This is an optimization exercise on Yosys and OpenROAD, whose aim is small area, a short achievable clock period and few clock cycles per item, not a production implementation. Only simulation tests tie the RTL to the original design; equivalence was not proved.

## v6
Design blowfish_dec_iter, start of the top module:
module blowfish_dec_iter (
  input  logic         clk,
  input  logic         rst_n,
  input  logic         in_valid,
  output logic         in_ready,
  input  logic [63:0]  ct,
  input  logic [448:0] key,
  output logic         out_valid,
  input  logic         out_ready,
  output logic [63:0]  pt
);
Size in the first run: ~4000 cells after synthesis, about 1200 flip-flops, roughly 580 I/O pins.
==> module feistel_mix, before the edit <==
module feistel_mix (
  input  logic [15:0] s1h,
  input  logic [15:0] s2h,
  input  logic [15:0] s3h,
  input  logic [31:0] s4,
  input  logic [15:0] zl,
  input  logic        cl,
  output logic [31:0] f
);
  logic [16:0] qh;
  logic [15:0] zh;
  assign qh = {s1h, 1'b1} + {s2h, cl};
  assign zh = qh[16:1] ^ s3h;
  assign f  = {zh, zl} + s4;
endmodule
export LEC_CHECK = 0
export CAP_MARGIN = 0
export CORE_MARGIN = 2
export CORE_UTILIZATION = 60
export CTS_BUF_LIST = sky130_fd_sc_hd__clkbuf_16
export CTS_CLUSTER_DIAMETER = 100
export CTS_CLUSTER_SIZE = 30
export SLEW_MARGIN = 0
export TNS_END_PERCENT = 30
create_clock -name core_clock -period 12.5 [get_ports {clk}]
standard.sh (not shown) runs the stock make flow with config.mk's settings and CLKGATE_MAP_FILE= SYNTH_SCRIPT=/design/flow/synth_recipe.tcl, a recipe that flattens the netlist after the stock synthesis.
==> flow/flow/run.sh <==
#!/bin/bash
# The standard layout, with two changes to how it is made: the port buffers are the smallest
# buffer (buf_1) and timing repair aims for more setup slack than the clock period needs.
# make's full output goes to standard.log; each ORFS step logs under orfs/logs/.
set -euo pipefail
bash standard.sh \
  "BUFFER_PORTS_ARGS=-buffer_cell sky130_fd_sc_hd__buf_1" \
  "SETUP_SLACK_MARGIN=${FLOW_SETUP_MARGIN:-8.5}" \
  finish > standard.log 2>&1
Testbench counts of v6, summed over its fixed seeds: cycles 5,168, items 320.
--- input diff v6..v7 ---
--- a/flow/design.v
+++ b/flow/design.v
@@ -330,14 +330,12 @@
   input  logic [31:0] s4,
   input  logic [15:0] zl,
   input  logic        cl,
   output logic [31:0] f
 );
-  logic [16:0] qh;
   logic [15:0] zh;
-  assign qh = {s1h, 1'b1} + {s2h, cl};
-  assign zh = qh[16:1] ^ s3h;
+  assign zh = (s1h + s2h + 16'(cl)) ^ s3h;
   assign f  = {zh, zl} + s4;
 endmodule
 module blowfish_dec_iter (
   input  logic         clk,
   input  logic         rst_n,
### Flow results
- Number of global-route vias before repair up about 1% in v7 wrt v6
- [v7] growth of design area from synthesis to finish rose 0.34 points relative to v6
- Per the comparison of v7 with v6, fraction of area in registers went down 0.56 points; share of the clock period used by the worst path after layout went down 0.48 points.
- In the metrics for v7 and v6, the one carrying the higher area fraction in compound gates after synthesis is v7.
- Worst hold slack (v7 over v6): decrease, 0.010 ns
- v7: headroom to the max-slew limit is 1.9 points lower than what v6 reported.
- Diff v6 -> v7: data-path buffer share of cell area in the final layout held; critical path depth went up 4.
- Between v7 and v6, it is v7 whose share of the final layout cell area in multi-input gates is higher, by 0.49 points.
Testbench counts of v7, summed over its fixed seeds: cycles 5,168, items 320.

* * *

RTL: one of the versions met above, not the one the previous note started from.
Size in the first run: roughly 5,800 cells after synthesis, roughly 580 I/O pins, ~48,000 um^2 of cells after synthesis.
==> module blowfish_dec_iter, before the edit <==
module blowfish_dec_iter (
  input  logic         clk,
  input  logic         rst_n,
  input  logic         in_valid,
  output logic         in_ready,
  input  logic [63:0]  ct,
  input  logic [448:0] key,
  output logic         out_valid,
  input  logic         out_ready,
  output logic [63:0]  pt
);
  function automatic logic [31:0] kw(input logic [447:0] k, input int n);
    kw = k[32*(14-n) +: 32];
  endfunction
  function automatic logic [31:0] pc(input int n);
    pc = blowfish_pkg::P_ARRAY[32*(18-n) +: 32];
  endfunction
  function automatic logic [31:0] pr(input logic [3:0] r);
    pr = 32'd0;
    for (int i = 0; i < 16; i++) begin
      if (r == 4'(i)) pr = pc(16 - i);
    end
  endfunction
  logic [31:0] t1_q, u1_q;
  logic        v1_q, d1_q, f1_q, q1_q;
  logic [3:0]  c1_q;
  localparam int FLo = 16;
  logic [31-FLo:0] s1h_q, s2h_q, s3h_q;
  logic [FLo-1:0]  zl_q;
  logic            cl_q;
  logic [31:0]     s4_q, up2_q, tp2_q;
  logic        v2_q, d2_q, f2_q, q2_q;
  logic [3:0]  c2_q;
  logic [31:0] ring_q [28];
  logic [63:0] pt_q;
  logic        out_valid_q, ld_q, rdy_q, acc_seq_q, head_seq_q;
  logic        ld_d;
  logic [31-FLo:0] sb1h, sb2h, sb3h;
  logic [FLo-1:0]  sbzl;
  logic            sbcl;
  logic [31:0]     par, sb4, f, tn;
  logic        fin2, cand, leave, head_seq_d, out_valid_d;
  logic        unused_key_msb;
  assign unused_key_msb = key[448];
  assign par = ring_q[0] ^ pr(c1_q);
  feistel_sbox u_sbox (
    .x   (t1_q),
    .s1h (sb1h),
    .s2h (sb2h),
    .s3h (sb3h),
    .s4  (sb4),
    .zl  (sbzl),
    .cl  (sbcl)
  );
  always_ff @(posedge clk) begin
    s1h_q <= sb1h;
    s2h_q <= sb2h;
    s3h_q <= sb3h;
    s4_q  <= sb4;
    zl_q  <= sbzl;
    cl_q  <= sbcl;
    up2_q <= u1_q;
    tp2_q <= t1_q ^ (d1_q ? 32'd0 : par);
    c2_q  <= c1_q;
    d2_q  <= d1_q;
    f2_q  <= f1_q;
    q2_q  <= q1_q;
  end
  feistel_mix u_mix (
    .s1h (s1h_q),
    .s2h (s2h_q),
    .s3h (s3h_q),
    .s4  (s4_q),
    .zl  (zl_q),
    .cl  (cl_q),
    .f   (f)
  );
  assign tn   = d2_q ? up2_q : (up2_q ^ f);
  assign fin2 = !d2_q && (c2_q == 4'd15);
  assign cand = v2_q && (fin2 || (d2_q && f2_q)) && (q2_q == head_seq_q);
  assign leave = cand && (!out_valid_q || out_ready);
  assign head_seq_d  = head_seq_q ^ leave;
  assign out_valid_d = leave || (out_valid_q && !out_ready);
  always_ff @(posedge clk) begin
    if (ld_q) begin
      t1_q <= ct[63:32] ^ kw(key[447:0], 4) ^ pc(18);
      u1_q <= ct[31:0]  ^ kw(key[447:0], 3) ^ pc(17);
      c1_q <= 4'd0;
      d1_q <= 1'b0;
      f1_q <= 1'b0;
      q1_q <= acc_seq_q;
    end else begin
      t1_q <= tn;
      u1_q <= tp2_q;
      c1_q <= c2_q + 4'd1;
      d1_q <= d2_q || fin2;
      f1_q <= d2_q && !f2_q;
      q1_q <= q2_q;
    end
  end
  always_ff @(posedge clk) begin
    if (!rst_n) begin
      v1_q        <= 1'b0;
      v2_q        <= 1'b0;
      out_valid_q <= 1'b0;
      rdy_q       <= 1'b0;
      acc_seq_q   <= 1'b0;
      head_seq_q  <= 1'b0;
    end else begin
      v1_q        <= rdy_q ? in_valid : (v2_q && !leave);
      v2_q        <= v1_q;
      out_valid_q <= out_valid_d;
      acc_seq_q   <= acc_seq_q ^ (rdy_q && in_valid);
      head_seq_q  <= head_seq_d;
      rdy_q       <= ld_d;
    end
  end
  assign ld_d = !v1_q || (!d1_q && (c1_q == 4'd15) && (q1_q == head_seq_d) && !out_valid_d);
  always_ff @(posedge clk) begin
    ld_q <= ld_d;
  end
  always_ff @(posedge clk) begin
    if (leave) pt_q <= {tp2_q, tn};
  end
  always_ff @(posedge clk) begin
    for (int i = 0; i < 28; i++) begin
      if (i % 2 == 0 && ld_q) ring_q[i] <= kw(key[447:0], ((15 - i / 2) % 14) + 1);
      else                    ring_q[i] <= ring_q[(i + 1) % 28];
    end
  end
  assign in_ready  = rdy_q;
  assign out_valid = out_valid_q;
  assign pt        = pt_q;
endmodule
clock: 12.5 ns
lec_check: 0
abc_area: 1
cap_margin: 0
core_margin: 2
core_utilization: 60
cts_buf_list: sky130_fd_sc_hd__clkbuf_16
cts_cluster_diameter: 100
cts_cluster_size: 30
slew_margin: 0
tns_end_percent: 30
==> flow/flow/run.sh <==
#!/bin/bash
# The standard layout, with two changes to how it is made: the port buffers are the smallest
# buffer (buf_1) and timing repair aims for more setup slack than the clock period needs.
# make's full output goes to standard.log; each ORFS step logs under orfs/logs/.
set -euo pipefail
bash standard.sh \
  "BUFFER_PORTS_ARGS=-buffer_cell sky130_fd_sc_hd__buf_1" \
  "SETUP_SLACK_MARGIN=${FLOW_SETUP_MARGIN:-9}" \
  finish > standard.log 2>&1
Testbench counts at the start, summed over its fixed seeds: cycles 5,168, items 320.
==> next run, changes <==
--- a/flow/design.v
+++ b/flow/design.v
@@ -413,13 +413,13 @@
     .cl  (cl_q),
     .f   (f)
   );
   assign tn   = d2_q ? up2_q : (up2_q ^ f);
   assign fin2 = !d2_q && (c2_q == 4'd15);
   assign cand = v2_q && (fin2 || (d2_q && f2_q)) && (q2_q == head_seq_q);
-  assign leave = cand && (!out_valid_q || out_ready);
+  assign leave = cand && !out_valid_q;
   assign head_seq_d  = head_seq_q ^ leave;
   assign out_valid_d = leave || (out_valid_q && !out_ready);
   always_ff @(posedge clk) begin
     if (ld_q) begin
       t1_q <= ct[63:32] ^ kw(key[447:0], 4) ^ pc(18);
       u1_q <= ct[31:0]  ^ kw(key[447:0], 3) ^ pc(17);
=> The new run passed the timing, design-rule and antenna checks. Cell area barely changes. Wire length shrinks by 1.7%. Clock-buffer cell count drops by 3. Sequential share of layout area is about the same. First-iteration DRC count increases by about 6%. Cell count barely changes. Critical path depth does not change. Die area is about the same. Worst setup slack gets better by 0.088 ns. Synthesized area barely changes.
Testbench counts after the change, summed over its fixed seeds: cycles 5,200, items 320.

-- port drivers added, routing unchanged --
Ports are ideal in the flow. The routed layouts listed here were re-timed in OpenROAD.
Step 1: set_driving_cell puts a clkbuf_16 on clk and a buf_2 on each other input, an assumption about the parent block.
Step 2 adds t to the input delays and takes it off the output delays; t is the mean of the earliest and latest rising clock arrival at the registers after step 1. Input paths then give back, and output paths get back, about the clock's delay inside the block.
a / b / c = ideal / step 1 / step 2; a / b = the first two.
| run | shift t [ns] | setup WS [ns] | worst setup path after step 2 | worst slew at a driven data input, ns | pins driven straight from the clock port |
|---|---|---|---|---|---|
| v6 | 0.698 | 8.232 / 8.232 / 8.215 | input to register | 0.15 | 1 |
| v7 | 0.722 | 8.292 / 8.292 / 8.228 | input to register | 0.19 | 1 |
| the first run of note 2 | 0.733 | 8.551 / 8.476 / 8.447 | input to register | 0.15 | 1 |
| the second run of note 2 | 0.718 | 8.639 / 8.570 / 8.593 | input to register | 0.14 | 1 |
After both steps every run listed still meets setup and hold. The setup slack of the first run of note 2, which loses most, moves by -0.075 ns with the drivers and by -0.104 ns with both steps.
